Context: an optimization exercise on an open-source flow, tuned for a short achievable clock period and few clock cycles. The choices shown serve that exercise and are no tape-out recipe. The RTL was checked by simulation tests, not by an equivalence proof against the original design. No driver is modelled on the clock port, so clock power and skew are understated where the tree is cut down; a real chip needs a root buffer or a tree. Power is estimated from default activity; no workload was simulated.

Design ahb_master, start of the top module:
module ahb_master (
    input  logic                            i_clk,
    input  logic                            i_reset_n,
    input  logic                            i_req_valid,
    input  ahb_master_pkg::ahb_req_t        i_req,
    input  logic                            i_wdata_valid,
    input  ahb_master_pkg::data_t           i_wdata,
    output logic                            o_rdata_valid,
    output ahb_master_pkg::data_t           o_rdata,
    output logic                            o_busy,
    output logic                            o_err,
    output ahb_master_pkg::ahb_addr_phase_t o_ahb,
    output ahb_master_pkg::data_t           o_hwdata,
    input  ahb_master_pkg::data_t           i_hrdata,
    input  logic                            i_hready,
    input  logic                            i_hresp
);
clock: 6.0 ns
lec_check: 0
abc_clock_period_in_ps: 1500
cap_margin: 20
core_margin: 2
core_utilization: 40
setup_slack_margin: 4.5
slew_margin: 20
standard.sh (not shown) runs the stock make flow with config.mk's settings and CLKGATE_MAP_FILE= SYNTH_SCRIPT=/design/flow/synth_recipe.tcl, a recipe that flattens the netlist after the stock synthesis.
==> flow/flow/run.sh <==
#!/bin/bash
# The standard layout, except for the clock tree: flow/mycts.tcl builds a
# two-level tree of clkbuf_16 (the clock port feeds 4 root buffers, each of
# which feeds the leaf buffers of its part of the die) in place of TritonCTS's
# three-level H-tree. Everything else, synthesis included, is standard.sh.
set -euo pipefail
cd "$(dirname "$0")/.."
export PRE_CTS_TCL="$PWD/flow/mycts.tcl"
bash standard.sh finish > standard.log 2>&1
==> flow/flow/mycts.tcl <==
# Two-level clock tree, built before (and in place of) TritonCTS.
# The clock port feeds NROOT root buffers; each root feeds the leaf buffers of
# its part of the die; each leaf buffer feeds a compact group of about
# LEAF_SINKS clock pins, found by recursive median bisection of the pins'
# positions. Then clock_tree_synthesis is turned into a no-op so that the rest
# of ORFS's cts.tcl (legalization, repair_timing) runs as usual.

set clk_port  [expr {[info exists ::env(MYCTS_PORT)] ? $::env(MYCTS_PORT) : "i_clk"}]
set leaf_max  [expr {[info exists ::env(MYCTS_LEAF)] ? $::env(MYCTS_LEAF) : 28}]
set nroot     [expr {[info exists ::env(MYCTS_NROOT)] ? $::env(MYCTS_NROOT) : 4}]
set leaf_cell [expr {[info exists ::env(MYCTS_LEAF_CELL)] ? $::env(MYCTS_LEAF_CELL) : "sky130_fd_sc_hd__clkbuf_16"}]
set root_cell [expr {[info exists ::env(MYCTS_ROOT_CELL)] ? $::env(MYCTS_ROOT_CELL) : "sky130_fd_sc_hd__clkbuf_16"}]

set db    [ord::get_db]
set block [ord::get_db_block]
set clk   [$block findNet $clk_port]

# Sinks: {x y iterm}
set sinks {}
foreach it [$clk getITerms] {
  set xy [$it getAvgXY]
  lappend sinks [list [lindex $xy 1] [lindex $xy 2] $it]
}
puts "MYCTS: [llength $sinks] sinks on $clk_port"

# Split a list of points into groups of at most max, by median cuts along the
# longer side of their bounding box
proc bisect {pts max} {
  if {[llength $pts] <= $max} { return [list $pts] }
  set xs [lmap p $pts {lindex $p 0}]
  set ys [lmap p $pts {lindex $p 1}]
  set dx [expr {[tcl::mathfunc::max {*}$xs] - [tcl::mathfunc::min {*}$xs]}]
  set dy [expr {[tcl::mathfunc::max {*}$ys] - [tcl::mathfunc::min {*}$ys]}]
  set k [expr {$dx >= $dy ? 0 : 1}]
  set s [lsort -integer -index $k $pts]
  set h [expr {[llength $s] / 2}]
  return [concat [bisect [lrange $s 0 [expr {$h - 1}]] $max] [bisect [lrange $s $h end] $max]]
}

proc centroid {pts} {
  set sx 0; set sy 0
  foreach p $pts { set sx [expr {$sx + [lindex $p 0]}]; set sy [expr {$sy + [lindex $p 1]}] }
  set n [llength $pts]
  return [list [expr {$sx / $n}] [expr {$sy / $n}]]
}

proc place_at {inst xy} {
  set m [$inst getMaster]
  set x [expr {int([lindex $xy 0] - [$m getWidth] / 2)}]
  set y [expr {int([lindex $xy 1] - [$m getHeight] / 2)}]
  $inst setLocation $x $y
  $inst setPlacementStatus PLACED
}

# Leaf groups: a power-of-two count so the sizes stay even
set n [llength $sinks]
set nleaf 1
while {$n > $nleaf * $leaf_max} { set nleaf [expr {$nleaf * 2}] }
set per [expr {int(ceil(double($n) / $nleaf))}]
set groups [bisect $sinks $per]
puts "MYCTS: [llength $groups] leaf groups of up to $per sinks"

set leaf_master [$db findMaster $leaf_cell]
set root_master [$db findMaster $root_cell]

# Leaves
set leaves {}
set i 0
foreach g $groups {
  set name "mycts_leaf_$i"
  set inst [odb::dbInst_create $block $leaf_master $name]
  set net  [odb::dbNet_create $block "mycts_leaf_net_$i"]
  $net setSigType CLOCK
  foreach p $g {
    set it [lindex $p 2]
    $it disconnect
    $it connect $net
  }
  [$inst findITerm X] connect $net
  set c [centroid $g]
  place_at $inst $c
  lappend leaves [list {*}$c $inst]
  incr i
}

# Roots: one per part of the leaves
set rgroups [bisect $leaves [expr {int(ceil(double([llength $leaves]) / $nroot))}]]
set i 0
foreach g $rgroups {
  set inst [odb::dbInst_create $block $root_master "mycts_root_$i"]
  set net  [odb::dbNet_create $block "mycts_root_net_$i"]
  $net setSigType CLOCK
  foreach p $g {
    [[lindex $p 2] findITerm A] connect $net
  }
  [$inst findITerm X] connect $net
  [$inst findITerm A] connect $clk
  place_at $inst [centroid $g]
  incr i
}
$clk setSigType CLOCK
puts "MYCTS: [llength $rgroups] roots on $clk_port"

# Leave the rest of cts.tcl to run as usual
rename clock_tree_synthesis tcts_clock_tree_synthesis
proc clock_tree_synthesis {args} {
  puts "MYCTS: clock_tree_synthesis $args skipped, tree built by mycts.tcl"
  set_propagated_clock [all_clocks]
}
proc repair_clock_inverters {args} {}
Testbench counts at the start, summed over its fixed seeds: cycles 14,174.
==> next run, changes <==
==> flow/flow/run.sh (replaced) <==
#!/bin/bash
# The standard layout, except for the clock tree: flow/mycts.tcl builds a
# two-level tree (the clock port feeds 4 root buf_16, each of
# which feeds the clkbuf_16 leaf buffers of its part of the die, each
# leaf feeding at most 20 flip-flops) in place of TritonCTS's
# three-level H-tree. Everything else, synthesis included, is standard.sh.
set -euo pipefail
cd "$(dirname "$0")/.."
export PRE_CTS_TCL="$PWD/flow/mycts.tcl"
bash standard.sh finish > standard.log 2>&1
--- a/flow/flow/mycts.tcl
+++ b/flow/flow/mycts.tcl
@@ -2,13 +2,13 @@
 # The clock port feeds NROOT root buffers; each root feeds the leaf buffers of
 # its part of the die; each leaf buffer feeds a compact group of about
-# LEAF_SINKS clock pins, found by recursive median bisection of the pins'
+# MYCTS_LEAF clock pins, found by recursive median bisection of the pins'
 # positions. Then clock_tree_synthesis is turned into a no-op so that the rest
 # of ORFS's cts.tcl (legalization, repair_timing) runs as usual.
 
 set clk_port  [expr {[info exists ::env(MYCTS_PORT)] ? $::env(MYCTS_PORT) : "i_clk"}]
-set leaf_max  [expr {[info exists ::env(MYCTS_LEAF)] ? $::env(MYCTS_LEAF) : 28}]
+set leaf_max  [expr {[info exists ::env(MYCTS_LEAF)] ? $::env(MYCTS_LEAF) : 20}]
 set nroot     [expr {[info exists ::env(MYCTS_NROOT)] ? $::env(MYCTS_NROOT) : 4}]
 set leaf_cell [expr {[info exists ::env(MYCTS_LEAF_CELL)] ? $::env(MYCTS_LEAF_CELL) : "sky130_fd_sc_hd__clkbuf_16"}]
-set root_cell [expr {[info exists ::env(MYCTS_ROOT_CELL)] ? $::env(MYCTS_ROOT_CELL) : "sky130_fd_sc_hd__clkbuf_16"}]
+set root_cell [expr {[info exists ::env(MYCTS_ROOT_CELL)] ? $::env(MYCTS_ROOT_CELL) : "sky130_fd_sc_hd__buf_16"}]
 
 set db    [ord::get_db]
@@ -24,8 +24,8 @@
 puts "MYCTS: [llength $sinks] sinks on $clk_port"
 
-# Split a list of points into groups of at most max, by median cuts along the
+# Split a list of points into ng groups of near-equal size, by cuts along the
 # longer side of their bounding box
-proc bisect {pts max} {
-  if {[llength $pts] <= $max} { return [list $pts] }
+proc bisect {pts ng} {
+  if {$ng <= 1} { return [list $pts] }
   set xs [lmap p $pts {lindex $p 0}]
   set ys [lmap p $pts {lindex $p 1}]
@@ -34,6 +34,7 @@
   set k [expr {$dx >= $dy ? 0 : 1}]
   set s [lsort -integer -index $k $pts]
-  set h [expr {[llength $s] / 2}]
-  return [concat [bisect [lrange $s 0 [expr {$h - 1}]] $max] [bisect [lrange $s $h end] $max]]
+  set n1 [expr {$ng / 2}]
+  set h [expr {int(round(double([llength $s]) * $n1 / $ng))}]
+  return [concat [bisect [lrange $s 0 [expr {$h - 1}]] $n1] [bisect [lrange $s $h end] [expr {$ng - $n1}]]]
 }
 
@@ -53,11 +54,9 @@
 }
 
-# Leaf groups: a power-of-two count so the sizes stay even
+# Leaf groups of at most leaf_max sinks
 set n [llength $sinks]
-set nleaf 1
-while {$n > $nleaf * $leaf_max} { set nleaf [expr {$nleaf * 2}] }
-set per [expr {int(ceil(double($n) / $nleaf))}]
-set groups [bisect $sinks $per]
-puts "MYCTS: [llength $groups] leaf groups of up to $per sinks"
+set nleaf [expr {int(ceil(double($n) / $leaf_max))}]
+set groups [bisect $sinks $nleaf]
+puts "MYCTS: [llength $groups] leaf groups of up to [tcl::mathfunc::max {*}[lmap g $groups {llength $g}]] sinks"
 
 set leaf_master [$db findMaster $leaf_cell]
@@ -85,5 +84,5 @@
 
 # Roots: one per part of the leaves
-set rgroups [bisect $leaves [expr {int(ceil(double([llength $leaves]) / $nroot))}]]
+set rgroups [bisect $leaves $nroot]
 set i 0
 foreach g $rgroups {
CORE_UTILIZATION = 55   (was 40)
PLACE_DENSITY = 0.7   (was default)
Outcome: Via count is higher by 2.4%; power stays flat; combinational power is lower by 8.0%; worst setup slack got worse by 0.048 ns; clock power is higher by 13%; design area is lower by 3.4%; clock skew is higher by 0.0099 ns; sequential share of layout area is higher by 1.8 points; first-iteration DRC count is higher by 10%.
In every run of this note, the design's own scripts or RTL, not TritonCTS, make the clock network.

what the ideal ports hide:
The flow's constraints put no driver on any port. The routed layouts listed below were extracted and timed again, unchanged, in two steps.
Step 1 sets driving cells, clkbuf_16 on the clock port and buf_2 on the other inputs (assumed; they add their load-dependent delay and slew).
Step 2 adds t to the input delays and takes it off the output delays; t is the mean of the earliest and latest rising clock arrival at the registers after step 1. Input paths then give back, and output paths get back, about the clock's delay inside the block.
Slacks: no drivers / after step 1 / after step 2; pairs: no drivers / after step 1.
| run | t, ns | setup WS [ns] | worst setup path after step 2 |
|---|---|---|---|
| the first run | 0.546 | 3.808 / 3.663 / 3.381 | input to register |
| the second run | 0.553 | 3.760 / 3.659 / 3.460 | input to register |
After both steps setup and hold are still met in every run listed. The setup slack of the first run, which loses most, moves by -0.145 ns with the drivers and by -0.427 ns with both steps.
